Background: an optimization exercise with open tools, aiming at small area. Do not read the settings as production practice.
The RTL was checked by simulation tests, not by an equivalence proof against the original design.
Power is estimated from default activity; no workload was simulated.

v59:
// agu_pipe_stage
module agu_pipe_stage
#(
  parameter int ADDR_W    = 64,
  parameter int NUM_CH    = 3,
  parameter int DISP_W    = 32,
  parameter int PAYLOAD_W = 256,
  parameter int DEPTH     = 2
) (
  input  logic                     clk,
  input  logic                     resetN,
  input  logic                     flushIn,
  input  logic                     inValid,
  output logic                     inReady,
  input  logic [PAYLOAD_W-1:0]     inPayload,
  input  logic [NUM_CH-1:0]        inMemAccess,
  input  logic [NUM_CH*ADDR_W-1:0] inBase,
  input  logic [NUM_CH*ADDR_W-1:0] inIndex,
  input  logic [NUM_CH-1:0]        inIndexValid,
  input  logic [NUM_CH*2-1:0]      inScale,
  input  logic [NUM_CH*DISP_W-1:0] inDisp,
  output logic                     outValid,
  input  logic                     outReady,
  output logic [PAYLOAD_W-1:0]     outPayload,
  output logic [NUM_CH-1:0]        outMemAccess,
  output logic [NUM_CH*ADDR_W-1:0] outAddr,
  output logic [NUM_CH-1:0]        outFault,
  output logic [31:0]              acceptedCount
);
==> flow/config.mk <==
export PLATFORM = sky130hd
export DESIGN_NAME = agu_pipe_stage
export DESIGN_NICKNAME = agu_pipe_stage
export VERILOG_FILES = /design/flow/design.v
export SDC_FILE = /design/flow/constraint.sdc
export NUM_CORES = 4
export LEC_CHECK = 0
export CAP_MARGIN = 20
export CORE_MARGIN = 2
export CORE_UTILIZATION = 45
export CTS_CLUSTER_DIAMETER = 150
export CTS_CLUSTER_SIZE = 24
export SLEW_MARGIN = 20
export SYNTH_HIERARCHICAL = 1
==> flow/constraint.sdc <==
create_clock -name core_clock -period 5.5 [get_ports {clk}]
set_input_delay 1.1000 -clock core_clock [delete_from_list [all_inputs] [get_ports {clk}]]
set_output_delay 1.1000 -clock core_clock [all_outputs]
set_load 0.01 [all_outputs]
standard.sh (not shown) runs the stock make flow with config.mk's settings and CLKGATE_MAP_FILE= SYNTH_SCRIPT=/design/flow/synth_recipe.tcl, a recipe that flattens the netlist after the stock synthesis.
==> flow/flow/run.sh <==
#!/bin/bash
# Standard ORFS layout (the standard.sh, standard synthesis); the only change is the
# cell used to buffer the ports (buf_1 instead of the flow's default pick).
set -euo pipefail
bash standard.sh "BUFFER_PORTS_ARGS=-buffer_cell sky130_fd_sc_hd__buf_1" finish > standard_flow.log 2>&1
v59 | ERROR | I/O pin placement
#### Input delta (v43 over v59)
- CORE_UTILIZATION changed from 45 to 40
Notes after the runs:
Every stage of the flow completed for v43, and the final layout passed the timing, design-rule and antenna checks. Initial core utilization on v43 is down relative to v59. Delta (v43 minus v59): synthesized cell count about even, post-synthesis sequential element count barely changed, row count went up by 5.8%, distinct cell type count after synthesis held steady. [v43] vertical die dimension rose about 6% relative to v59.
Relative to v43, the following input files were edited for v56:
==> flow/flow/run.sh <==
#!/bin/bash
# Standard ORFS layout (the standard.sh, standard synthesis) with three changes:
#  - ports are buffered with buf_1 instead of the flow's default pick;
#  - the floorplan step removes synthesis buffers instead of sizing up gates against
#    a wire-load estimate of the still unbuffered high-fanout nets;
#  - after global routing, cells on paths with positive slack are sized down.
set -euo pipefail
bash standard.sh \
  "BUFFER_PORTS_ARGS=-buffer_cell sky130_fd_sc_hd__buf_1" \
  REMOVE_ABC_BUFFERS=1 \
  RECOVER_POWER=100 \
  finish > standard_flow.log 2>&1
Notes after the runs:
- Summary of v56 over v43: clock share of power decreased by 0.3 points relative to the old numbers; utilization stayed essentially flat; number of vias per cell stayed essentially flat; first-pass GRT wire length went down about 2.8%.
- As far as internal power is concerned, v43 and v56 perform about the same.
- Summary across v56 and v43: the single failing run is v56.
- Between v43 and v56, the fraction of area in clock buffers and inverters does not differ in any meaningful way.
- Changes observed in v56 relative to v43: wire length moved down; non-clock buffer count grew by 1.6%.

* * *

Another version of the RTL of agu_pipe_stage (not shown whole).
For scale: about 940 flip-flops, roughly 1,200 I/O pins.
Settings: LEC_CHECK=0, CAP_MARGIN=20, CORE_AREA=2.3 2.72 351.7 351.28, CTS_CLUSTER_DIAMETER=150, CTS_CLUSTER_SIZE=24, DIE_AREA=0 0 354 354, SLEW_MARGIN=20, SYNTH_HIERARCHICAL=1; clock period 5.5 ns.
==> flow/flow/run.sh <==
#!/bin/bash
# Standard ORFS layout (the standard.sh, standard synthesis) with two changes:
#  - ports are buffered with buf_1 instead of the flow's default pick;
#  - the resizer may size a cell to a variant with a different footprint (for example a
#    half adder to its stronger version) instead of only buffering its output.
set -euo pipefail
bash standard.sh \
  "BUFFER_PORTS_ARGS=-buffer_cell sky130_fd_sc_hd__buf_1" \
  MATCH_CELL_FOOTPRINT=0 \
  finish > standard_flow.log 2>&1
Change:
==> flow/flow/run.sh (replaced) <==
#!/bin/bash
# Standard ORFS layout (the standard.sh, standard synthesis); the only change is the
# cell used to buffer the ports (buf_1 instead of the flow's default pick).
set -euo pipefail
bash standard.sh "BUFFER_PORTS_ARGS=-buffer_cell sky130_fd_sc_hd__buf_1" finish > standard_flow.log 2>&1
Settings changed: CORE_AREA 2.3 2.72 351.7 351.28 to unset, CORE_MARGIN set to 2, CORE_UTILIZATION set to 40, DIE_AREA 0 0 354 354 to unset.
This time the run ended with an error in I/O pin placement (3_2_place_iop).
Synthesized area does not change.
Synthesized cell count does not change.
Change:
Settings changed: CORE_AREA set to 2.3 2.72 351.7 351.28, CORE_MARGIN 2 to unset, CORE_UTILIZATION 40 to unset, DIE_AREA set to 0 0 354 354.
Now the flow completed without violations.
Synthesized area is unchanged.
Synthesized cell count stays the same.
Change:
Settings changed: CTS_BUF_LIST set to sky130_fd_sc_hd__clkbuf_8, CTS_CLUSTER_DIAMETER 150 to 100, CTS_CLUSTER_SIZE 24 to 16, GPL_TIMING_DRIVEN set to 0, SETUP_SLACK_MARGIN set to 0.1.
=> Global-route usage is lower by 0.54 points. Maximum frequency decreases by 1.6%. Routed wire length decreases by 1.9%. Power shrinks by 0.76%. Die area stays the same. Sequential power stays flat. Final area decreases by 2.5%. Critical path depth climbs by 1.

* * *

Setup of the reference run:
Starting RTL as in the previous note.
clock: 5.5 ns
lec_check: 0
cap_margin: 20
core_area: 2.3 2.72 351.7 351.28
cts_cluster_diameter: 150
cts_cluster_size: 24
die_area: 0 0 354 354
gpl_timing_driven: 0
setup_slack_margin: 0.1
slew_margin: 20
synth_hierarchical: 1
==> flow/flow/run.sh <==
#!/bin/bash
# Standard ORFS layout (the standard.sh, standard synthesis); the only change is the
# cell used to buffer the ports (buf_1 instead of the flow's default pick).
set -euo pipefail
bash standard.sh "BUFFER_PORTS_ARGS=-buffer_cell sky130_fd_sc_hd__buf_1" finish > standard_flow.log 2>&1
What the trial run does differently from the reference run at the input level:
Settings: SLEW_MARGIN now 0, was 20; SETUP_SLACK_MARGIN no longer set, was 0.1; GPL_TIMING_DRIVEN no longer set, was 0; CAP_MARGIN now 0, was 20.
Comparing the reference run against the trial run, there is no change at all in non-clock inverter total of the final layout.
Clock skew sits lower in the trial run than in the reference run.
In the trial run relative to the reference run, number of antenna violations at the first check in global routing had gone down by more than 10%.

## what the ideal ports hide
The flow's constraints put no driver on any port. The routed layouts listed below were extracted and timed again, unchanged, in two steps. Step 1, drivers: a clkbuf_16 drives clk and a buf_2 each remaining input, both assumed. Step 2, shift: input delay + t, output delay - t, t = (earliest + latest rising clock arrival at the registers) / 2. This alone moves slack from input paths to output paths. a / b / c = no drivers / after step 1 / after step 2; a / b = the first two.
run	shift t [ns]	setup slack, ns	worst hold slack (ns)	clock arrival spread, ns	worst register clock-pin slew, ns
v43	0.748	0.359 / 0.370 / -0.378	0.497 / 0.497 / 0.497	0.039 / 0.039	0.11 / 0.11
v56	0.728	0.441 / 0.479 / -0.249	0.502 / 0.502 / 0.502	0.036 / 0.037	0.12 / 0.12
the first run of note 2	0.729	0.296 / 0.351 / -0.378	0.454 / 0.454 / 0.454	0.062 / 0.062	0.12 / 0.12
the third run of note 2	0.729	0.296 / 0.351 / -0.378	0.454 / 0.454 / 0.454	0.062 / 0.062	0.12 / 0.12
the fourth run of note 2	0.840	0.210 / 0.266 / -0.574	0.213 / 0.348 / 0.462	0.057 / 0.058	0.12 / 0.12
the reference run	0.738	0.154 / 0.215 / -0.524	0.316 / 0.432 / 0.453	0.071 / 0.071	0.12 / 0.12
the trial run	0.729	0.296 / 0.351 / -0.378	0.454 / 0.454 / 0.454	0.062 / 0.062	0.12 / 0.12
The setup slack of the fourth run of note 2, which loses most, moves by +0.056 ns with the drivers and by -0.784 ns with both steps.
